Context: an optimization exercise on an open-source flow, tuned for small area and low power. The choices shown serve that exercise and are no tape-out recipe.
Only simulation tests tie the RTL to the original design; equivalence was not proved.
Power and IR drop assume default switching activity.

==> design.v <==
package iq_cfg_pkg;
    localparam int IQ_DEPTH  = 8;                        
    localparam int SLOT_W    = $clog2(IQ_DEPTH);         
    localparam int CNT_W     = $clog2(IQ_DEPTH + 1);     
    localparam int ROB_DEPTH = 16;
    localparam int TAG_W     = $clog2(ROB_DEPTH);        
    localparam int WORD_W    = 32;
    localparam int OP_W      = 8;                        
    localparam int NUM_WB    = 2;
endpackage
package iq_types_pkg;
    localparam int CFG_TAG_W = 4;
    localparam int CFG_WORD_W = 32;
    localparam int CFG_OP_W = 8;
    typedef logic [CFG_TAG_W-1:0]  tag_t;
    typedef logic [CFG_WORD_W-1:0] word_t;
    typedef struct packed {
        logic [CFG_WORD_W-CFG_TAG_W-1:0] pad;
        tag_t                                            tag;
    } padded_tag_t;
    typedef union packed {
        word_t       value;
        padded_tag_t prod;
    } operand_u;
    typedef struct packed {
        logic     pending;
        operand_u data;
    } operand_t;
    typedef struct packed {
        logic [CFG_OP_W-1:0] opcode;
        word_t                       imm;
        tag_t                        dst;      
        operand_t                    src1;
        operand_t                    src2;
    } uop_t;
    typedef struct packed {
        logic  valid;
        tag_t  tag;        
        word_t result;
    } wb_bus_t;
    typedef struct packed {
        logic  hit;
        word_t data;
    } capture_t;
    typedef struct packed {
        capture_t src1;
        capture_t src2;
    } slot_capture_t;
    localparam int UOP_W = CFG_OP_W + CFG_WORD_W + CFG_TAG_W + 2 * (1 + CFG_WORD_W);
    localparam int WB_W  = 1 + CFG_TAG_W + CFG_WORD_W;
    localparam int CAP_W = 2 * (1 + CFG_WORD_W);
endpackage
`timescale 1ns/1ps
module iq_capture_bit (
    input  logic s_disp,
    input  logic s_b0,
    input  logic s_b1,
    input  logic disp,
    input  logic b0,
    input  logic b1,
    output logic d_n
);
    assign d_n = ~((s_disp & disp) | (s_b0 & b0) | (s_b1 & b1));
endmodule
`timescale 1ns/1ps
module iq_select (
    input  logic [7:0] grant,
    input  logic [7:0] e,
    output logic       rd
);
    assign rd = |(grant & e);
endmodule
module iq_select_n (
    input  logic [7:0] grant,
    input  logic [7:0] e_n,
    output logic       rd
);
    assign rd = ~|(grant & e_n);
endmodule
`timescale 1ns/1ps
module issue_queue (
    input  logic         clk,
    input  logic         rst_n,
    input  logic         dispatch_en,
    input  logic [109:0] dispatch_uop,
    output logic         iq_full,
    input  logic [1:0]   wb_valid,
    input  logic [7:0]   wb_tag,
    input  logic [63:0]  wb_result,
    input  logic         flush,
    output logic         issue_valid,
    output logic [109:0] issue_uop,
    input  logic         fu_ready
);
    localparam int N = iq_cfg_pkg::IQ_DEPTH;
    logic [N-1:0]   valid;
    logic [N-1:0]   rdy;
    logic [N-1:0]   grant;
    logic [N-1:0]   wsel;
    logic           accept;
    logic           fire;
    logic [43:0]    fix    [N];      
    logic [N-1:0]   pend1, pend2;
    logic [31:0]    dat1_n [N];
    logic [31:0]    dat2_n [N];
    assign iq_full = &valid;
    assign accept  = dispatch_en && !iq_full && !flush;
    always_comb begin
        logic seen;
        seen = 1'b0;
        for (int i = 0; i < N; i++) begin
            wsel[i] = !valid[i] && !seen;
            seen    = seen || !valid[i];
        end
    end
    function automatic logic [32:0] disp_operand(input logic [32:0] op, input logic [1:0] wv,
                                                 input logic [7:0] wt, input logic [63:0] wr);
        logic h0, h1;
        h0 = op[32] && wv[0] && (op[3:0] == wt[3:0]);
        h1 = op[32] && wv[1] && (op[3:0] == wt[7:4]);
        if (h0)      disp_operand = {1'b0, wr[31:0]};
        else if (h1) disp_operand = {1'b0, wr[63:32]};
        else         disp_operand = op;
    endfunction
    logic [32:0] d_src1, d_src2;
    assign d_src1 = disp_operand(dispatch_uop[65:33], wb_valid, wb_tag, wb_result);
    assign d_src2 = disp_operand(dispatch_uop[32:0],  wb_valid, wb_tag, wb_result);
    logic [N-1:0] older [N];
    always_ff @(posedge clk) begin
        for (int i = 0; i < N; i++)
            for (int j = i + 1; j < N; j++)
                if (accept && wsel[j])      older[i][j] <= 1'b1;
                else if (accept && wsel[i]) older[i][j] <= 1'b0;
    end
    always_comb begin
        for (int i = 0; i < N; i++)
            rdy[i] = valid[i] && !pend1[i] && !pend2[i];
        for (int i = 0; i < N; i++) begin
            logic blocked;
            blocked = 1'b0;
            for (int j = 0; j < N; j++) begin
                if (j < i) blocked = blocked || (rdy[j] && older[j][i]);
                if (j > i) blocked = blocked || (rdy[j] && !older[i][j]);
            end
            grant[i] = rdy[i] && !blocked;
        end
    end
    assign issue_valid = |rdy;
    assign fire        = issue_valid && fu_ready;
    logic [45:0] ctl [N];
    always_comb
        for (int i = 0; i < N; i++)
            ctl[i] = {fix[i], pend1[i], pend2[i]};
    logic [45:0] ctl_rd;
    assign issue_uop[109:66] = ctl_rd[45:2];
    assign issue_uop[65]     = ctl_rd[1];
    assign issue_uop[32]     = ctl_rd[0];
    genvar gb;
    generate
        for (gb = 0; gb < 46; gb++) begin : g_rd_ctl
            iq_select u_rd (
                .grant (grant),
                .e     ({ctl[7][gb], ctl[6][gb], ctl[5][gb], ctl[4][gb],
                         ctl[3][gb], ctl[2][gb], ctl[1][gb], ctl[0][gb]}),
                .rd    (ctl_rd[gb]));
        end
        for (gb = 0; gb < 32; gb++) begin : g_rd_dat
            iq_select_n u_rd1 (
                .grant (grant),
                .e_n   ({dat1_n[7][gb], dat1_n[6][gb], dat1_n[5][gb], dat1_n[4][gb],
                         dat1_n[3][gb], dat1_n[2][gb], dat1_n[1][gb], dat1_n[0][gb]}),
                .rd    (issue_uop[33 + gb]));
            iq_select_n u_rd2 (
                .grant (grant),
                .e_n   ({dat2_n[7][gb], dat2_n[6][gb], dat2_n[5][gb], dat2_n[4][gb],
                         dat2_n[3][gb], dat2_n[2][gb], dat2_n[1][gb], dat2_n[0][gb]}),
                .rd    (issue_uop[gb]));
        end
    endgenerate
    always_ff @(posedge clk or negedge rst_n) begin
        if (!rst_n)     valid <= '0;
        else if (flush) valid <= '0;
        else            valid <= (valid & ~(grant & {N{fire}})) | (wsel & {N{accept}});
    end
    logic [N-1:0] we, c1b0, c1b1, c2b0, c2b1;
    logic [31:0]  dat1_d [N];
    logic [31:0]  dat2_d [N];
    always_comb begin
        for (int i = 0; i < N; i++) begin
            logic m10, m11, m20, m21;
            we[i] = accept && wsel[i];
            m10 = pend1[i] && wb_valid[0] && (~dat1_n[i][3:0] == wb_tag[3:0]);
            m11 = pend1[i] && wb_valid[1] && (~dat1_n[i][3:0] == wb_tag[7:4]);
            m20 = pend2[i] && wb_valid[0] && (~dat2_n[i][3:0] == wb_tag[3:0]);
            m21 = pend2[i] && wb_valid[1] && (~dat2_n[i][3:0] == wb_tag[7:4]);
            c1b0[i] = !we[i] && m10;
            c1b1[i] = !we[i] && !m10 && m11;
            c2b0[i] = !we[i] && m20;
            c2b1[i] = !we[i] && !m20 && m21;
        end
    end
    genvar gi, gk;
    generate
        for (gi = 0; gi < N; gi++) begin : g_slot
            for (gk = 0; gk < 32; gk++) begin : g_dat
                iq_capture_bit u_src1 (
                    .s_disp (we[gi]), .s_b0 (c1b0[gi]), .s_b1 (c1b1[gi]),
                    .disp (d_src1[gk]), .b0 (wb_result[gk]), .b1 (wb_result[32+gk]),
                    .d_n (dat1_d[gi][gk]));
                iq_capture_bit u_src2 (
                    .s_disp (we[gi]), .s_b0 (c2b0[gi]), .s_b1 (c2b1[gi]),
                    .disp (d_src2[gk]), .b0 (wb_result[gk]), .b1 (wb_result[32+gk]),
                    .d_n (dat2_d[gi][gk]));
            end
        end
    endgenerate
    always_ff @(posedge clk) begin
        for (int i = 0; i < N; i++) begin
            if (we[i]) fix[i] <= dispatch_uop[109:66];
            if (we[i])                     pend1[i] <= d_src1[32];
            else if (c1b0[i] || c1b1[i])   pend1[i] <= 1'b0;
            if (we[i])                     pend2[i] <= d_src2[32];
            else if (c2b0[i] || c2b1[i])   pend2[i] <= 1'b0;
            if (we[i] || c1b0[i] || c1b1[i]) dat1_n[i] <= dat1_d[i];
            if (we[i] || c2b0[i] || c2b1[i]) dat2_n[i] <= dat2_d[i];
        end
    end
endmodule
`timescale 1ns/1ps
module issue_queue_top (
    input  logic         clk,
    input  logic         rst_n,
    input  logic         dispatch_en,
    input  logic [109:0] dispatch_uop,
    output logic         iq_full,
    input  logic [1:0]   wb_valid,
    input  logic [7:0]   wb_tag,
    input  logic [63:0]  wb_result,
    input  logic         flush,
    output logic         issue_valid,
    output logic [109:0] issue_uop,
    input  logic         fu_ready
);
    issue_queue u_iq (.clk(clk), .rst_n(rst_n), .dispatch_en(dispatch_en), .dispatch_uop(dispatch_uop),
        .iq_full(iq_full), .wb_valid(wb_valid), .wb_tag(wb_tag), .wb_result(wb_result), .flush(flush),
        .issue_valid(issue_valid), .issue_uop(issue_uop), .fu_ready(fu_ready));
endmodule
==> run.sh <==
#!/bin/bash
# synth_recipe.tcl (not shown) runs the flow's synth.tcl, then flattens the netlist and writes it again
# the make line also repeats each setting of config.mk as NAME=value (left out here)
make -C /OpenROAD-flow-scripts/flow DESIGN_CONFIG=/design/flow/config.mk WORK_HOME=/design/flow/orfs CLKGATE_MAP_FILE= SYNTH_SCRIPT=/design/flow/synth_recipe.tcl finish
==> config.mk <==
export PLATFORM = sky130hd
export DESIGN_NAME = issue_queue_top
export DESIGN_NICKNAME = issue_queue_top
export VERILOG_FILES = /design/flow/design.v
export SDC_FILE = /design/flow/constraint.sdc
export NUM_CORES = 4
export LEC_CHECK = 0
export CAP_MARGIN = 20
export CORE_MARGIN = 2
export CORE_UTILIZATION = 50
export CTS_BUF_LIST = sky130_fd_sc_hd__clkbuf_4
export CTS_CLUSTER_DIAMETER = 40
export CTS_CLUSTER_SIZE = 10
export SLEW_MARGIN = 20
export SYNTH_HIERARCHICAL = 1
==> constraint.sdc <==
create_clock -name core_clock -period 6.0 [get_ports {clk}]
set_input_delay 1.2000 -clock core_clock [delete_from_list [all_inputs] [get_ports {clk}]]
set_output_delay 1.2000 -clock core_clock [all_outputs]
set_load 0.01 [all_outputs]
==> results.txt, run 1 <==
status=complete, no violations; starting density of the core=50.5%; Post-DRT Antenna Nets=0; share of power burned in registers=55.3%; vias per cell=8.30; syn_area_per_cell=14.8 µm²; floorplan core area=82200 µm²; Post-Place Cell Area=between 40000 and 50000 µm²; most frequent cells after synthesis=edfxtp_1, a222oi_1, a22oi_1, nand4_1, xnor2_1; top cell type's share of synthesized area=63.6%; Worst EP required=4.80 ns; pin count of the biggest net entering global routing=112; Layout Nets=3496; PortBufs=300; Gate Count Post-Synth=2816; largest delay contributor family on the critical path=compound AO/OA/AOI/OAI gates; overall die width=292 µm; Critical Path Sink Type=output port; R2R cell count=6; Final Core Density=60.3%; setup tns final=0 ns; placed cell count=4232; Clk pin slew, worst setup/hold paths=0.11 ns; WL final=179000 µm; Synth Cell Area=about 42000 µm²; dpl hpwl=~94000 µm; WHS=0.404 ns; syn_nets=3005; post-synth top area cell=edfxtp_1; #FFs+latches synth=approximately 920; Clock Path Buffers=3; insertion delay to the later sink of the worst-skew pair=1.06 ns; worst-path fanout max=18; Pwr Total=12.8 mW; htree depth=4; EDFF count, synth=880; Rel. slew slack=16.9%; final instance area=49600 µm²; Bufs and invs on worst path=2; Finish-stage setup viols=0; Clk Tree Root Cell=clkbuf_4; top post-synthesis cells by area=edfxtp_1, a222oi_1, a22oi_1; Comb pwr share=8.1%; I/O Pins=301; LEAKAGE=13.5 nW; Hold Fails Final Rpt=0; CTS Sinks=around 900; Post-CTS Setup Repair Bufs=0; Remaining Overflow, GRT=0; Seq/Total Area, Yosys=65.4%; Switching Share=24.7%; fin. max-slew vios=0; Yosys Warn Count=19; NetSw=~3.2 mW; r2r setup slk=2.52 ns; Worst path max stage delay=0.66 ns; start point of the critical path=u_iq.valid[5]; GR Util All Layers=40.2%; CP Data Arrival Time=4.70 ns; overall via count from detail_route=37200; Critical Path End=issue_uop[37]; Avg WL per Cell=approximately 40 µm; Cell variety after synth=56; Layout Skew=between 0.06 and 0.07 ns; fin crit share=98.3%; most common cell in the synthesized netlist=edfxtp_1; Most used DFF post-synth=edfxtp_1; CP max-delay cell=a2bb2oi_1; Die Height=292 µm; Max IR drop VDD=about 0.00019 V; Clock Power Share=36.5%; share of cells above drive strength 1=13.5%; Max-Cap Viols=0; TritonCTS buffer count=142; 1st-iter DRT viols=9984; CP cell instances=or3b_1 -> a2bb2oi_1 -> o2111a_4 -> buf_4 -> a22oi_1 -> and4_1 -> clkdlybuf4s50_1; CP Depth=7; Startpoint Class=register; Hold Buf Count CTS=0; first-pass GRT wire length=250000 µm; Row Count=105; FF-to-FF End=u_iq.dat2_n[6][22]; Placer Congestion=between 0.9 and 1; full die area=85500 µm²; vias in the first global route=about 36000; unrepaired setup endpoints after global routing=false; CTS tree=yes; final std cells w/o fill=4482; class of the worst hold path=input port to async pin; r2r startpoint=u_iq.valid[3]; critical path class=register to output port; Max Clk Rate=0.170 GHz; Final WS setup=0.102 ns; P per Cell Area=258 nW/µm²; initial antenna violation count=8; ys async rst share=0.873%; Power Internal=9.63 mW; post-place setup slack=between 1 and 1.5 ns; Area growth syn-to-layout=19.2%; worst slew pin tran=1.24 ns; Post-CTS Resized=0; drt first pass iters=22; Final min period=just under 6 ns; DRC Markers=0
## modules after synthesis, one instance, submodules excluded, a selection
module	cell area, µm²	cells
iq_select_n	38.8	5
issue_queue	32300	1754
iq_select	36.3	5
iq_capture_bit	10.0	1
## kinds of logic after synthesis
logic type	after synthesis	share of synthesized area (%)
flops	916	65.4
buf+inv	110	1.09
simple gates	525	7.59
compound gates	1144	23.4
xor+xnor	121	2.55
## final cells by class
| class | instances | area (µm²) |
|---|---|---|
| Inverter | 15 | 76.3 |
| Sequential cell | 916 | 27200 |
| Fill cell | 6451 | 32700 |
| Clock buffer | 162 | 1220 |
| Tap cell | 1070 | 1340 |
| Multi-Input combinational cell | 1791 | 14500 |
| Clock inverter | 80 | 963 |
| Antenna cell | 7 | 17.5 |
| Timing Repair Buffer | 441 | 4300 |
## power by group through the flow
stage / sequential [mW] / clock (mW) / combinational [mW]
detailed placement: 7.22 / 0 / 0.979
global route: 7.08 / 4.96 / 1.05
global placement: 7.21 / 0 / 0.959
CTS: 7.07 / 4.70 / 0.981
floorplan: 7.21 / 0 / 0.388
finish: 7.07 / 4.67 / 1.04
## state kept, by name, summed over array words and instances, names as in the netlist
register / cells
u_iq.dat2_n: 256
u_iq.older: 28
u_iq.pend2: 8
u_iq.fix: 352
u_iq.valid: 8
u_iq.pend1: 8
u_iq.dat1_n: 256
## layer usage
metal,vias to the layer above,wire length (µm),global-route usage (%),part of all wire [%]
li1,14400,-,-,-
met1,18100,60900,52.4,34
met2,3949,76400,59.3,43
met3,807,30200,13.1,17
met4,10,11100,22.7,6.2
met5,-,101,0.284,0.057
## worst min path at each step
stage | from | end | slack (ns) | cells after the start
after floorplan | u_iq.older[0][7] | u_iq.older[0][7] | 0.43 | 2
after global placement | u_iq.older[0][7] | u_iq.older[0][7] | 0.45 | 2
after detailed placement | u_iq.older[3][6] | u_iq.older[3][6] | 0.46 | 2
after CTS | rst_n | u_iq.valid[7] | 0.34 | 1
after global routing | rst_n | u_iq.valid[3] | 0.39 | 1
final | rst_n | u_iq.valid[7] | 0.40 | 1
## placed cells by master (no fill, tap or decap), types with 51 or more instances in the layout
cell,instances
clkdlybuf4s50_1,300
clkbuf_4,162
a31oi_1,64
xnor2_1,86
nor3_1,76
nand4_1,110
a22oi_1,442
a222oi_1,513
and4_1,64
edfxtp_1,880
buf_4,122
nand3_1,51
nand2_1,64
## worst reg2reg max path, delay by kind of cell, from the launching register on
family,cells,cell delay (ns)
simple gates,2,0.70
compound gates,1,0.38
buf+inv,3,1.45
flops,1,0.60
==> inputs of run 2 (changes only) <==
--- a/config.mk
+++ b/config.mk
@@ -8,8 +8,5 @@
 export CAP_MARGIN = 20
 export CORE_MARGIN = 2
-export CORE_UTILIZATION = 50
-export CTS_BUF_LIST = sky130_fd_sc_hd__clkbuf_4
-export CTS_CLUSTER_DIAMETER = 40
-export CTS_CLUSTER_SIZE = 10
+export CORE_UTILIZATION = 40
 export SLEW_MARGIN = 20
 export SYNTH_HIERARCHICAL = 1
==> run 2 against run 1 <==
- register-to-register slack improved by 0.17 ns
- combinational power barely moved
- wire length rose by 2.1%
- critical path depth rose by 1
- clock-buffer cell count fell by 44
- largest cell class unchanged
- non-clock buffer count rose by 10
- still clean on timing, DRC and antenna
- design area rose by 2.9%
==> results.txt, run 2 <==
Avg WL per Cell=38.5 µm (-3.5%); fin crit share=96.1% (-2.2 points); Post-DRT Antenna Nets=0 (unchanged); Critical Path Most Common Cell=buf_4; syn_nets=3005 (unchanged); Clock Path Buffers=3 (unchanged); unrepaired setup endpoints after global routing=false; pin count of the biggest net entering global routing=111 (-0.89%); share of cells above drive strength 1=11.4% (-2.1 points); Seq/Total Area, Yosys=65.4% (unchanged); min-delay src=u_iq.older[0][7]; dpl hpwl=103000 µm (+9.6%); worst slew pin tran=1.14 ns (-0.106 ns); LEAKAGE=13.9 nW (+3.2%); Worst path max stage delay=0.79 ns (+0.13 ns); PortBufs=300 (unchanged); CP Data Arrival Time=4.57 ns (-0.13 ns); Post-Place Cell Area=47800 µm² (+0.96%); Post-CTS Resized=0 (unchanged); largest delay contributor family on the critical path=buffers and inverters; Critical Path Sink Type=output port; Layout Nets=3460 (-1.0%); Finish-stage setup viols=0 (unchanged); #FFs+latches synth=916 (unchanged); full die area=107000 µm² (+25%); Final WS setup=0.231 ns (+0.130 ns); Post-CTS Setup Repair Bufs=0 (unchanged); largest register by flop count=u_iq.fix; fin. max-slew vios=0 (unchanged); Bufs and invs on worst path=3 (+1); Layout Skew=0.0310 ns (-0.0389 ns); insertion delay to the later sink of the worst-skew pair=0.72 ns (-0.34 ns); Hold Fails Final Rpt=0 (unchanged); Final min period=5.77 ns (-0.130 ns); critical path class=register to output port; top post-synthesis cells by area=edfxtp_1, a222oi_1, a22oi_1; vias in the first global route=36000 (-0.98%); overall via count from detail_route=36800 (-1.0%); EDFF count, synth=880 (unchanged); floorplan core area=103000 µm² (+26%); WHS=0.460 ns (+0.0559 ns); worst-path fanout max=28 (+10); Die Height=326 µm (+12%); CP Depth=8 (+1); start point of the critical path=u_iq.pend1[0]; status=complete, no violations; P per Cell Area=279 nW/µm² (+8.3%); Clk pin slew, worst setup/hold paths=0.06 ns (-0.05 ns); Hold Buf Count CTS=0 (unchanged); Pwr Total=14.2 mW (+11%); final instance area=51000 µm² (+2.9%); WL final=182000 µm (+2.1%); Remaining Overflow, GRT=0 (unchanged); commonest cells after routing, fill and taps aside=edfxtp_1, a222oi_1, a22oi_1; syn_area_per_cell=14.8 µm² (unchanged); ys async rst share=0.873% (unchanged); initial antenna violation count=14 (+6); post-synth top area cell=edfxtp_1; R2R cell count=7 (+1); CTS Sinks=916 (unchanged); most common cell after layout, fill and taps aside=edfxtp_1; Synth Cell Area=41600 µm² (unchanged); Top Registers=u_iq.fix (352), u_iq.dat1_n (256), u_iq.dat2_n (256); class of the worst hold path=register to register; Area growth syn-to-layout=22.7%; Yosys Warn Count=19 (unchanged); starting density of the core=40.2% (-10 points); 1st-iter DRT viols=10200 (+2.2%); Max-Cap Viols=0 (unchanged); Max Clk Rate=0.173 GHz (+2.2%); Clk Tree Root Cell=clkbuf_16; Max IR drop VDD=0.000208 V (+7.4%); r2r setup slk=2.69 ns (+0.17 ns); GR Util All Layers=32.9% (-7.3 points); drt first pass iters=22 (unchanged); vias per cell=7.76 (-6.4%); Gate Count Post-Synth=2816 (unchanged); overall die width=326 µm (+12%); max reg flops=352 (unchanged); CP cell instances=nor3b_1 -> o2111ai_1 -> nor3_4 -> buf_4 -> buf_4 -> a22oi_1 -> and4_1 -> clkdlybuf4s50_1; Cell variety after synth=56 (unchanged); most frequent cells after synthesis=edfxtp_1, a222oi_1, a22oi_1, nand4_1, xnor2_1; Row Count=118 (+12%); I/O Pins=301 (unchanged); r2r startpoint=u_iq.valid[1]; htree depth=3 (-1); post-place setup slack=1.01 ns (-0.205 ns); Placer Congestion=0.919 (+1.1%); Startpoint Class=register; DRC Markers=0 (unchanged); setup tns final=0 ns (unchanged); Worst EP required=4.80 ns (about the same); most common cell in the synthesized netlist=edfxtp_1; TritonCTS buffer count=97 (-32%); top cell type's share of synthesized area=63.6% (unchanged); CTS tree=yes; Most used DFF post-synth=edfxtp_1; first-pass GRT wire length=257000 µm (+3.0%); Rel. slew slack=23.6% (+6.7 points); CP max-delay cell=nor3b_1; hold depth=2
==> run 2: Yosys stat by module (local to each module, per instance), excerpt <==
module / cells inside / cell area, µm² / times used
iq_select: 5 / 36.3 / 46
iq_select_n: 5 / 38.8 / 64
issue_queue: 1754 / 32300 / 1
iq_capture_bit: 1 / 10.0 / 512
==> run 2: tightest hold or removal path, delay by kind of cell, from the launching register on <==
kind	cells	cell delay [ns]
AND/OR/NAND/NOR	2	0.09
flip-flops	1	0.32
==> run 2: per-stage QoR <==
stage | instances | utilization (%)
after floorplan | 2816 | -
after global placement | 4552 | 46.2
after detailed placement | 4552 | 46.2
after CTS | 4734 | 49.3
after global routing | 4738 | 49.3
final | 4740 | 49.4
==> run 2: layout make-up <==
class / count / area [µm²]
diodes: 6 / 15.0
clock buffers: 118 / 2550
clock inverters: 64 / 657
fillers: 8772 / 52300
inverters: 15 / 76.3
multi-input cells: 1790 / 14300
flip-flops and latches: 916 / 27200
well taps: 1380 / 1730
repair buffers: 451 / 4450
==> run 2: worst paths after layout <==
kind                                 endpoint
hold / removal               u_iq.older[0][7]
setup reg to reg           u_iq.dat2_n[3][31]
min in group asynchronous       u_iq.valid[2]
setup / recovery                issue_uop[16]
max in group asynchronous       u_iq.valid[0]
hold reg to reg              u_iq.older[0][7]
==> run 2: metal layers <==
metal,track usage [%],vias up,part of all wire (%)
met5,0.311,-,0.073
met3,10.3,773,16
met4,16.6,16,5.6
met2,49.6,3847,44
met1,42.9,17900,34
li1,-,14200,-
==> run 2: cells by family after synthesis <==
kind of cell | count (synthesis) | share of synthesized area [%]
compound gates | 1144 | 23.4
flops | 916 | 65.4
simple gates | 525 | 7.59
xor+xnor | 121 | 2.55
buf+inv | 110 | 1.09
==> run 2: power by group <==
group | internal, mW | switching [mW] | leakage (nW) | total (mW)
sequential | 7.05 | 0.0348 | 7.49 | 7.08
clock | 3.48 | 2.64 | 1.56 | 6.12
combinational | 0.335 | 0.706 | 4.86 | 1.04
total | 10.9 | 3.38 | 13.9 | 14.2

==> re-timing with driven ports <==
Ports are ideal in the flow. The routed layouts listed here were re-timed in OpenROAD. Step 1 assumes that a clkbuf_16 drives the clock port and a buf_2 every other input. Step 2 adds t to the input delays and takes it off the output delays; t is the mean of the earliest and latest rising clock arrival at the registers after step 1. Input paths then give back, and output paths get back, about the clock's delay inside the block. Three values: ideal, step 1, step 2; two values: the first two.
run	t, ns	setup slack, ns	worst setup path after step 2	worst slew at a driven data input, ns	cell pins on the clock port's net
run 1	1.099	0.102 / 0.034 / 0.979	input to register	0.15	1
run 2	0.773	0.231 / 0.159 / 0.932	register to output	0.16	1
After both steps every run listed still meets setup and hold.
